This is an optimization exercise on Yosys and OpenROAD, whose aim is small area, a short achievable clock period and few clock cycles, not a production implementation. In this exercise RTL edits were held to simulation tests only and were not proved equivalent to the original. Power and IR drop assume default switching activity.

$ cat flow/config.mk
export PLATFORM = sky130hd
export DESIGN_NAME = icache_top
export DESIGN_NICKNAME = icache_top
export VERILOG_FILES = /design/flow/design.v
export SDC_FILE = /design/flow/constraint.sdc
export NUM_CORES = 4
export LEC_CHECK = 0
export CAP_MARGIN = 20
export CORE_MARGIN = 2
export CORE_UTILIZATION = 40
export SLEW_MARGIN = 20
$ cat flow/constraint.sdc
create_clock -name core_clock -period 8.0 [get_ports {clk}]
set_input_delay 1.6000 -clock core_clock [delete_from_list [all_inputs] [get_ports {clk}]]
set_output_delay 1.6000 -clock core_clock [all_outputs]
set_load 0.01 [all_outputs]
$ cat flow/design.v
package icache_pkg;
   localparam int ADDR_W         = 32;
   localparam int FETCH_W        = 64;    
   localparam int MEM_W          = 32;    
   localparam int WORDS_PER_LINE = 2;
   localparam int BEATS_PER_LINE = FETCH_W / MEM_W * WORDS_PER_LINE;
   localparam int LINE_W         = FETCH_W * WORDS_PER_LINE;
   localparam int ID_W           = 8;
   localparam int BYTE_OFF_W = $clog2(FETCH_W / 8);
   localparam int WORD_SEL_W = $clog2(WORDS_PER_LINE);
   localparam int LINE_OFF_W = BYTE_OFF_W + WORD_SEL_W;    
   typedef union packed {
      logic [BEATS_PER_LINE-1:0][MEM_W-1:0]   beats;
      logic [WORDS_PER_LINE-1:0][FETCH_W-1:0] words;
   } line_u;
endpackage
`timescale 1ns/10ps
module icache_tag_array
#(
   parameter int  N_WAYS = 2,
   parameter int  N_SETS = 16,
   localparam int IDX_W  = $clog2(N_SETS),
   localparam int TAG_W  = icache_pkg::ADDR_W - icache_pkg::LINE_OFF_W - IDX_W,
   localparam int WAY_W  = $clog2(N_WAYS)
)
(
   input  logic             clk,
   input  logic             rst_n,
   input  logic             lookup_i,
   input  logic             fill_i,
   input  logic             flush_i,
   input  logic [IDX_W-1:0] index_i,
   input  logic [TAG_W-1:0] tag_i,
   output logic             hit_o,
   output logic [WAY_W-1:0] way_o      
);
   logic [TAG_W-1:0]  tags_q  [N_SETS][N_WAYS];
   logic [N_WAYS-1:0] valid_q [N_SETS];
   logic [WAY_W-1:0]  rr_q    [N_SETS];
   logic              hit_c;
   logic [WAY_W-1:0]  hit_way_c;
   logic [WAY_W-1:0]  victim_c;
   always_comb
   begin
      hit_c     = 1'b0;
      hit_way_c = '0;
      victim_c  = rr_q[index_i];
      for (int w = N_WAYS - 1; w >= 0; w--)
      begin
         if (valid_q[index_i][w] && (tags_q[index_i][w] == tag_i))
         begin
            hit_c     = 1'b1;
            hit_way_c = WAY_W'(w);
         end
         if (!valid_q[index_i][w])
            victim_c = WAY_W'(w);
      end
   end
   always_ff @(posedge clk or negedge rst_n)
   begin
      if (!rst_n)
      begin
         hit_o <= 1'b0;
         way_o <= '0;
         for (int s = 0; s < N_SETS; s++)
         begin
            valid_q[s] <= '0;
            rr_q[s]    <= '0;
         end
      end
      else
      begin
         if (lookup_i)
         begin
            hit_o <= hit_c;
            way_o <= hit_c ? hit_way_c : victim_c;
         end
         if (flush_i)
         begin
            for (int s = 0; s < N_SETS; s++)
               valid_q[s] <= '0;             
         end
         else if (fill_i)
         begin
            valid_q[index_i][way_o] <= 1'b1;
            rr_q[index_i] <= (rr_q[index_i] == WAY_W'(N_WAYS - 1)) ? '0 : rr_q[index_i] + 1'b1;
         end
      end
   end
   always_ff @(posedge clk)
   begin
      if (fill_i)
         tags_q[index_i][way_o] <= tag_i;
   end
endmodule
`timescale 1ns/10ps
module icache_data_array
#(
   parameter int  N_WAYS = 2,
   parameter int  N_SETS = 16,
   localparam int IDX_W  = $clog2(N_SETS),
   localparam int WAY_W  = $clog2(N_WAYS)
)
(
   input  logic                                clk,
   input  logic                                read_i,
   input  logic                                fill_i,
   input  logic [WAY_W-1:0]                    way_i,
   input  logic [IDX_W-1:0]                    index_i,
   input  logic [icache_pkg::WORD_SEL_W-1:0]   word_sel_i,
   input  icache_pkg::line_u                   line_i,
   output logic [icache_pkg::FETCH_W-1:0]      word_o
);
   logic [icache_pkg::LINE_W-1:0] lines_q [N_WAYS][N_SETS];
   icache_pkg::line_u             rd_line;
   assign rd_line = lines_q[way_i][index_i];
   always_ff @(posedge clk)
   begin
      if (fill_i)
         lines_q[way_i][index_i] <= line_i;
      if (read_i)
         word_o <= rd_line.words[word_sel_i];    
   end
endmodule
`timescale 1ns/10ps
module icache_refill
(
   input  logic                               clk,
   input  logic                               rst_n,
   input  logic                               start_i,
   input  logic                               bypass_i,
   input  logic [icache_pkg::ADDR_W-1:0]      addr_i,
   output logic                               mem_ar_valid_o,
   input  logic                               mem_ar_ready_i,
   output logic [icache_pkg::ADDR_W-1:0]      mem_ar_addr_o,
   output logic [7:0]                         mem_ar_len_o,      
   input  logic                               mem_r_valid_i,
   output logic                               mem_r_ready_o,
   input  logic [icache_pkg::MEM_W-1:0]       mem_r_data_i,
   input  logic                               mem_r_last_i,
   output logic                               done_o,
   output icache_pkg::line_u                  line_o
);
   localparam int CNT_W      = $clog2(icache_pkg::BEATS_PER_LINE);
   localparam int WORD_BEATS = icache_pkg::FETCH_W / icache_pkg::MEM_W;
   localparam int OFF_B      = icache_pkg::BYTE_OFF_W;
   localparam int OFF_L      = icache_pkg::LINE_OFF_W;
   logic                          ar_valid_q;
   logic [icache_pkg::ADDR_W-1:0] ar_addr_q;
   logic [7:0]                    ar_len_q;
   logic                          open_q;
   logic                          done_q;
   logic [CNT_W-1:0]              beat_q;
   icache_pkg::line_u             line_q;
   logic [icache_pkg::ADDR_W-1:0] aligned;
   logic                          beat_ok;
   assign aligned = bypass_i ? {addr_i[icache_pkg::ADDR_W-1:OFF_B], {OFF_B{1'b0}}}
                             : {addr_i[icache_pkg::ADDR_W-1:OFF_L], {OFF_L{1'b0}}};
   assign beat_ok = open_q & mem_r_valid_i;
   always_ff @(posedge clk or negedge rst_n)
   begin
      if (!rst_n)
      begin
         ar_valid_q <= 1'b0;
         open_q     <= 1'b0;
         done_q     <= 1'b0;
         beat_q     <= '0;
      end
      else
      begin
         done_q <= beat_ok & mem_r_last_i;    
         if (start_i)
         begin
            ar_valid_q <= 1'b1;
            open_q     <= 1'b1;
            beat_q     <= '0;
         end
         else
         begin
            if (ar_valid_q && mem_ar_ready_i)
               ar_valid_q <= 1'b0;
            if (beat_ok)
            begin
               beat_q <= beat_q + 1'b1;
               if (mem_r_last_i)
                  open_q <= 1'b0;
            end
         end
      end
   end
   always_ff @(posedge clk)
   begin
      if (start_i)
      begin
         ar_addr_q <= aligned;
         ar_len_q  <= bypass_i ? 8'(WORD_BEATS - 1) : 8'(icache_pkg::BEATS_PER_LINE - 1);
      end
      if (beat_ok)
         line_q.beats[beat_q] <= mem_r_data_i;
   end
   assign mem_ar_valid_o = ar_valid_q;
   assign mem_ar_addr_o  = ar_addr_q;
   assign mem_ar_len_o   = ar_len_q;
   assign mem_r_ready_o  = open_q;
   assign done_o         = done_q;
   assign line_o         = line_q;
endmodule
`timescale 1ns/10ps
module icache_ctrl
#(
   parameter int  N_WAYS = 2,
   parameter int  N_SETS = 16,
   localparam int IDX_W  = $clog2(N_SETS),
   localparam int TAG_W  = icache_pkg::ADDR_W - icache_pkg::LINE_OFF_W - IDX_W,
   localparam int WAY_W  = $clog2(N_WAYS)
)
(
   input  logic                                clk,
   input  logic                                rst_n,
   input  logic                                fetch_req_i,
   input  logic [icache_pkg::ADDR_W-1:0]       fetch_addr_i,
   input  logic [icache_pkg::ID_W-1:0]         fetch_id_i,
   output logic                                fetch_grant_o,
   output logic                                fetch_r_valid_o,
   output logic [icache_pkg::FETCH_W-1:0]      fetch_r_data_o,
   output logic [icache_pkg::ID_W-1:0]         fetch_r_id_o,
   input  logic                                ctrl_enable_req_i,
   input  logic                                ctrl_disable_req_i,
   input  logic                                ctrl_flush_req_i,
   output logic                                ctrl_enable_ack_o,
   output logic                                ctrl_disable_ack_o,
   output logic                                ctrl_flush_ack_o,
   output logic                                ctrl_pending_o,
   output logic                                tag_lookup_o,
   output logic                                tag_fill_o,
   output logic                                tag_flush_o,
   output logic [IDX_W-1:0]                    tag_index_o,
   output logic [TAG_W-1:0]                    tag_o,
   input  logic                                tag_hit_i,
   input  logic [WAY_W-1:0]                    tag_way_i,
   output logic                                data_read_o,
   output logic                                data_fill_o,
   output logic [IDX_W-1:0]                    data_index_o,
   output logic [icache_pkg::WORD_SEL_W-1:0]   data_word_sel_o,
   output logic [WAY_W-1:0]                    data_way_o,
   input  logic [icache_pkg::FETCH_W-1:0]      data_word_i,
   output logic                                refill_start_o,
   output logic                                refill_bypass_o,
   output logic [icache_pkg::ADDR_W-1:0]       refill_addr_o,
   input  logic                                refill_done_i,
   input  icache_pkg::line_u                   refill_line_i
);
   localparam logic [1:0] ST_IDLE   = 2'd0;
   localparam logic [1:0] ST_LOOKUP = 2'd1;
   localparam logic [1:0] ST_REFILL = 2'd2;
   localparam logic [1:0] ST_BYPASS = 2'd3;
   logic [1:0]                            state_q;
   logic                                  enabled_q;
   logic                                  resp_q;        
   logic                                  flush_ack_q;
   logic [icache_pkg::ADDR_W-1:0]         addr_q;
   logic [icache_pkg::ID_W-1:0]           id_q;
   logic [icache_pkg::ADDR_W-1:0]         cur_addr;
   logic [icache_pkg::WORD_SEL_W-1:0]     word_sel;
   logic                                  free;
   logic                                  grant;
   assign free  = (state_q == ST_IDLE) & ~resp_q & ~flush_ack_q;
   assign grant = free & fetch_req_i &
                  ~(ctrl_enable_req_i | ctrl_disable_req_i | ctrl_flush_req_i);
   assign ctrl_enable_ack_o  = free & ctrl_enable_req_i;
   assign ctrl_disable_ack_o = free & ctrl_disable_req_i & ~ctrl_enable_req_i;
   assign tag_flush_o        = free & ctrl_flush_req_i & ~ctrl_enable_req_i & ~ctrl_disable_req_i;
   assign ctrl_flush_ack_o   = flush_ack_q;
   assign ctrl_pending_o     = (state_q != ST_IDLE) | resp_q;
   assign cur_addr = (state_q == ST_IDLE) ? fetch_addr_i : addr_q;
   assign word_sel = addr_q[icache_pkg::BYTE_OFF_W +: icache_pkg::WORD_SEL_W];
   assign tag_lookup_o    = grant & enabled_q;
   assign tag_fill_o      = (state_q == ST_REFILL) & refill_done_i;
   assign tag_index_o     = cur_addr[icache_pkg::LINE_OFF_W +: IDX_W];
   assign tag_o           = cur_addr[icache_pkg::ADDR_W-1 -: TAG_W];
   assign data_read_o     = (state_q == ST_LOOKUP) & tag_hit_i;
   assign data_fill_o     = tag_fill_o;
   assign data_index_o    = addr_q[icache_pkg::LINE_OFF_W +: IDX_W];
   assign data_word_sel_o = word_sel;
   assign data_way_o      = tag_way_i;                      
   assign refill_start_o  = (grant & ~enabled_q) | ((state_q == ST_LOOKUP) & ~tag_hit_i);
   assign refill_bypass_o = ~enabled_q;
   assign refill_addr_o   = cur_addr;
   assign fetch_grant_o   = grant;
   assign fetch_r_valid_o = resp_q | refill_done_i;
   assign fetch_r_id_o    = id_q;
   assign fetch_r_data_o  = resp_q                 ? data_word_i :
                            (state_q == ST_BYPASS) ? refill_line_i.words[0] :
                                                     refill_line_i.words[word_sel];
   always_ff @(posedge clk or negedge rst_n)
   begin
      if (!rst_n)
      begin
         state_q     <= ST_IDLE;
         enabled_q   <= 1'b0;
         resp_q      <= 1'b0;
         flush_ack_q <= 1'b0;
      end
      else
      begin
         resp_q      <= data_read_o;
         flush_ack_q <= tag_flush_o;    
         if (ctrl_enable_ack_o)
            enabled_q <= 1'b1;
         else if (ctrl_disable_ack_o)
            enabled_q <= 1'b0;
         case (state_q)
            ST_IDLE:   if (grant) state_q <= enabled_q ? ST_LOOKUP : ST_BYPASS;
            ST_LOOKUP: state_q <= tag_hit_i ? ST_IDLE : ST_REFILL;
            ST_REFILL,
            ST_BYPASS: if (refill_done_i) state_q <= ST_IDLE;
            default:   state_q <= ST_IDLE;
         endcase
      end
   end
   always_ff @(posedge clk)
   begin
      if (grant)
      begin
         addr_q <= fetch_addr_i;
         id_q   <= fetch_id_i;
      end
   end
endmodule
`timescale 1ns/10ps
module icache_top
#(
   parameter int  N_WAYS = 2,
   parameter int  N_SETS = 16,
   localparam int IDX_W  = $clog2(N_SETS),
   localparam int TAG_W  = icache_pkg::ADDR_W - icache_pkg::LINE_OFF_W - IDX_W,
   localparam int WAY_W  = $clog2(N_WAYS)
)
(
   input  logic                             clk,
   input  logic                             rst_n,
   input  logic                             fetch_req_i,
   input  logic [icache_pkg::ADDR_W-1:0]    fetch_addr_i,
   input  logic [icache_pkg::ID_W-1:0]      fetch_id_i,
   output logic                             fetch_grant_o,
   output logic                             fetch_r_valid_o,
   output logic [icache_pkg::FETCH_W-1:0]   fetch_r_data_o,
   output logic [icache_pkg::ID_W-1:0]      fetch_r_id_o,
   output logic                             mem_ar_valid_o,
   input  logic                             mem_ar_ready_i,
   output logic [icache_pkg::ADDR_W-1:0]    mem_ar_addr_o,
   output logic [7:0]                       mem_ar_len_o,
   input  logic                             mem_r_valid_i,
   output logic                             mem_r_ready_o,
   input  logic [icache_pkg::MEM_W-1:0]     mem_r_data_i,
   input  logic                             mem_r_last_i,
   input  logic                             ctrl_enable_req_i,
   output logic                             ctrl_enable_ack_o,
   input  logic                             ctrl_disable_req_i,
   output logic                             ctrl_disable_ack_o,
   input  logic                             ctrl_flush_req_i,
   output logic                             ctrl_flush_ack_o,
   output logic                             ctrl_pending_o
);
   logic                                tag_lookup, tag_fill, tag_flush, tag_hit;
   logic [IDX_W-1:0]                    tag_index, data_index;
   logic [TAG_W-1:0]                    tag;
   logic [WAY_W-1:0]                    tag_way, data_way;
   logic                                data_read, data_fill;
   logic [icache_pkg::WORD_SEL_W-1:0]   data_word_sel;
   logic [icache_pkg::FETCH_W-1:0]      data_word;
   logic                                refill_start, refill_bypass, refill_done;
   logic [icache_pkg::ADDR_W-1:0]       refill_addr;
   icache_pkg::line_u                   refill_line;
   icache_ctrl #(.N_WAYS(N_WAYS), .N_SETS(N_SETS)) u_ctrl (
      .clk, .rst_n,
      .fetch_req_i, .fetch_addr_i, .fetch_id_i, .fetch_grant_o,
      .fetch_r_valid_o, .fetch_r_data_o, .fetch_r_id_o,
      .ctrl_enable_req_i, .ctrl_disable_req_i, .ctrl_flush_req_i,
      .ctrl_enable_ack_o, .ctrl_disable_ack_o, .ctrl_flush_ack_o, .ctrl_pending_o,
      .tag_lookup_o    (tag_lookup),     .tag_fill_o      (tag_fill),
      .tag_flush_o     (tag_flush),      .tag_index_o     (tag_index),
      .tag_o           (tag),            .tag_hit_i       (tag_hit),
      .tag_way_i       (tag_way),        .data_read_o     (data_read),
      .data_fill_o     (data_fill),      .data_index_o    (data_index),
      .data_word_sel_o (data_word_sel),  .data_way_o      (data_way),
      .data_word_i     (data_word),      .refill_start_o  (refill_start),
      .refill_bypass_o (refill_bypass),  .refill_addr_o   (refill_addr),
      .refill_done_i   (refill_done),    .refill_line_i   (refill_line)
   );
   icache_tag_array #(.N_WAYS(N_WAYS), .N_SETS(N_SETS)) u_tags (
      .clk, .rst_n,
      .lookup_i (tag_lookup), .fill_i  (tag_fill), .flush_i (tag_flush),
      .index_i  (tag_index),  .tag_i   (tag),
      .hit_o    (tag_hit),    .way_o   (tag_way)
   );
   icache_data_array #(.N_WAYS(N_WAYS), .N_SETS(N_SETS)) u_data (
      .clk,
      .read_i     (data_read),     .fill_i  (data_fill),  .way_i  (data_way),
      .index_i    (data_index),    .line_i  (refill_line),
      .word_sel_i (data_word_sel), .word_o  (data_word)
   );
   icache_refill u_refill (
      .clk, .rst_n,
      .start_i  (refill_start), .bypass_i (refill_bypass), .addr_i (refill_addr),
      .mem_ar_valid_o, .mem_ar_ready_i, .mem_ar_addr_o, .mem_ar_len_o,
      .mem_r_valid_i, .mem_r_ready_o, .mem_r_data_i, .mem_r_last_i,
      .done_o   (refill_done),  .line_o   (refill_line)
   );
endmodule
$ cat flow/run.sh
#!/bin/bash
# synth_recipe.tcl (not shown) runs the flow's synth.tcl, then flattens the netlist and writes it again
# the make line also repeats each setting of config.mk as NAME=value (left out here)
make -C /OpenROAD-flow-scripts/flow DESIGN_CONFIG=/design/flow/config.mk WORK_HOME=/design/flow/orfs CLKGATE_MAP_FILE= SYNTH_SCRIPT=/design/flow/synth_recipe.tcl finish
==> run notes <==
==> sequential cells by signal (all words and copies together) (netlist names), 16 cells and up <==
name / cells
u_refill.line_q: 128
u_tags.tags_q: 768
u_data.lines_q: 4096
u_data.word_o: 64
u_ctrl.addr_q: 29
u_tags.valid_q: 32
u_refill.ar_addr_q: 29
u_tags.rr_q: 16
==> routing by layer <==
metal  vias to the layer above  GRT usage, %  part of all wire (%)
li1                      41600             -                     -
met5                         -             0                 0.025
met1                     57200          32.3                    39
met3                       950          4.86                    11
met2                      6413          35.9                    47
met4                        16          6.15                   2.7
==> placed cells by master (no fill, tap or decap), drive strengths merged, types with 18 or more instances in the layout <==
cell | netlist | final
a32oi | 39 | 39
a22o | 38 | 38
bufinv | 0 | 29
clkdlybuf4s50 | 0 | 185
nand3 | 102 | 102
mux2 | 106 | 106
nand4 | 53 | 53
diode | 0 | 23
inv | 166 | 184
xnor2 | 44 | 44
o221ai | 29 | 29
clkbuf | 323 | 671
a221oi | 51 | 51
nand2b | 19 | 19
a2111oi | 22 | 22
clkinv | 0 | 206
mux4 | 1082 | 1082
a31oi | 25 | 25
a21oi | 251 | 251
a211oi | 71 | 71
nand2 | 538 | 538
a22oi | 211 | 211
dfrtp | 60 | 60
buf | 263 | 341
o22ai | 25 | 25
o21ai | 262 | 262
o22a | 23 | 23
edfxtp | 5123 | 5123
o211ai | 24 | 24
nor2b | 18 | 18
nor3 | 44 | 44
nor2 | 398 | 398
mux2i | 252 | 252
and3 | 61 | 61
==> cells by family (layout without fill, tap and decap cells) <==
group,count (synthesis),in the layout
other cells,2,33
mux,1440,1440
buf+inv,752,1625
fa+ha+maj,4,4
xor+xnor,45,45
flops,5183,5183
simple gates,1290,1290
compound gates,1137,1137
==> path summary, 6_finish.rpt <==
| kind | startpoint | to | cells after the start |
|---|---|---|---|
| worst max-delay path | u_ctrl.addr_q[3] | fetch_r_data_o[54] | 6 |
| worst min-delay path | u_refill.ar_valid_q | u_refill.ar_valid_q | 1 |
| worst max register to register | u_ctrl.state_q[0] | u_tags.way_o | 11 |
| worst min register to register | u_refill.ar_valid_q | u_refill.ar_valid_q | 1 |
| max in group asynchronous | rst_n | u_ctrl.resp_q | 1 |
| min in group asynchronous | rst_n | u_refill.ar_valid_q | 1 |
==> report_power, final <==
part | total (W) | switching, W | internal [W]
Combinational | 0.00803 | 0.00566 | 0.00236
Sequential | 0.0334 | 0.00135 | 0.0320
Clock | 0.0239 | 0.0104 | 0.0135
==> final cells by class <==
type,count,area (µm²),area share [%]
Antenna cell,23,57.6,0.0251
Clock buffer,671,14200,6.20
Clock inverter,262,2360,1.03
Inverter,166,641,0.280
Multi-Input combinational cell,3926,42500,18.6
Sequential cell,5183,155000,67.8
Tap cell,6681,8360,3.65
Timing Repair Buffer,526,5600,2.45
==> worst max-delay path, delay by kind of cell, from the launching register on <==
kind            cells  cell delay (ns)
buf+inv             3             2.19
compound gates      3             1.35
flops               1             0.33
==> stage by stage <==
| stage | total power [W] | util [%] | worst slack, ns |
|---|---|---|---|
| after floorplan | 0.0377 | - | -0.873 |
| after global placement | 0.0414 | 42.4 | 1.90 |
| after detailed placement | 0.0417 | 42.4 | 1.86 |
| after CTS | 0.0654 | 45.7 | 1.28 |
| after global routing | 0.0671 | 45.8 | 1.30 |
| final | 0.0653 | 45.8 | 1.34 |
==> metrics.yaml <==
pwr:
  p_leak_nw: 71.8
  peakVddDrop_v: 0.000245
  powerDensity_nw_per_um2: 285
finish:
  area_growth_pct: 14.3
  drive_gt1_share_pct: 22.1
  nNetsFinal: 10400
  fin_cells: 17400
  fillers: 41700
  fin_area_um2: 229000
clock_network:
  cts-buffers-inserted: 528
  cts_tree: "yes"
  cts_root_buf: "clkbuf_16"
  clock_sinks: 5183
  htree_levels: 6
  post_cts_resized: 0
  cts_buffer_depth: 4
  cts_setup_buffers: 0
  holdBufCountCts: 0
  path_clk_slew_ns: 0.06
  clock_latency_ns: 1.09
setup_path:
  crit_path_frequent_cell: "buf_4"
  crit_slowest_cell: "clkdlybuf4s50_1"
  cp.required_ns: 6.40
  cp_max_fo: 55
  path_class: "flip-flop to output pin"
  endpoint_kind: "output pin"
  crit_path_max_incr_delay_ns: 1.01
  worst_ep_arrival_time_ns: 5.06
  path_cells: "buf_4 -> a21boi_4 -> buf_4 -> a21oi_1 -> o21ai_0 -> clkdlybuf4s50_1"
  crit_path_start_kind: "flip-flop"
  ff2ff_setup_slack_ns: 2.38
global_routing:
  grt_max_degree: 127
  grt_remaining_overflow: 0
  grt_pass1_wl_um: 817000
  grt_usage_pct: 22.8
  first_global_vias: 105000
  antenna_found_initial: 43
worst_hold_path:
  hold_path_class: "flip-flop to flip-flop"
yosys:
  async_flop_share_pct: 1.16
  ys_seq_elements: 5183
  syn_inst: 9853
  synth_area_per_cell_um2: 20.3
  ys_seq_area_share_pct: 77.5
  synth_simple_gate_area_share_pct: 2.82
  synth_common_cells: "edfxtp_1, mux4_2, nand2_1, nor2_1, clkbuf_1"
  synth-xor-area-share_pct: 0.197
  yosys.area.top_type: "edfxtp_1"
  synth_mux_area_share_pct: 14.0
  ys_types: 91
  synth_top_family_by_area: "multiplexers"
  synth_edf_count: 5123
  synth-compound-area-share_pct: 3.77
  ys_top_cells_by_area: "edfxtp_1, mux4_2, mux2i_1"
  synth_warnings: 6
  synth_top_area_share_pct: 76.7
  synth_fa_ha_area_share_pct: 0.0250
  netlist_area_um2: 201000
  yosysMostFrequentCell: "edfxtp_1"
  synth_ff_type: "edfxtp_1"
detailed_routing:
  drt-initial-drc-count: 16900
  drc: 0
  wire_per_inst_um: 34.0
  drt-vias-per-instance: 6.09
  vias: 106000
  firstDrtPassIters: 8
  wirelength_um: 592000
  ant_nets: 0
sta:
  hold_viol: 0
  hold_slack_ns: 0.489
  fmax_ghz: 0.150
  fin_crit_sh_pct: 83.2
  skew_ns: 0.0947
  slew_headroom_pct: 12.8
  rsz0062_at_grt: "false"
  fin_crit_ns: 6.66
  setup_tns_ns: 0
  slew_violations: 0
  worst_slew_pin_slew_ns: 1.30
  setup_viol: 0
placement:
  hpwlAfterDp_um: 297000
  place_inst: 16500
  numPortBuffers: 187
  dpl-instance-area_um2: 212000
  gp_congestion: 0.803
floorplanning:
  start_util_pct: 40.1
  die_x_um: 712
  ioPinCount: 201
  die_h_um: 712
  fp.coreArea_um2: 500000
  die_area_um2: 507000
  row_count: 260
status:
  outcome: "timing/DRC/antenna clean"
flow_run:
  cap_violations: 0
Testbench counts, summed over its fixed seeds: cycles 111,051.

## re-timing with driven ports
The flow's constraints put no driver on any port. The routed layout listed below was extracted and timed again, unchanged, in two steps.
Step 1 assumes that a clkbuf_16 drives the clock port and a buf_2 every other input.
Step 2, shift: input delay + t, output delay - t, t = (earliest + latest rising clock arrival at the registers) / 2. This alone moves slack from input paths to output paths.
Slacks: ideal ports / drivers / drivers and shift; pairs: ideal ports / drivers.
t (ns): 1.176
setup WS [ns]: 1.341 / 1.209 / 1.470
worst slew at a driven data input, ns: 0.42
After both steps setup and hold are still met in this run. The setup slack of this run moves by -0.132 ns with the drivers and by +0.129 ns with both steps.
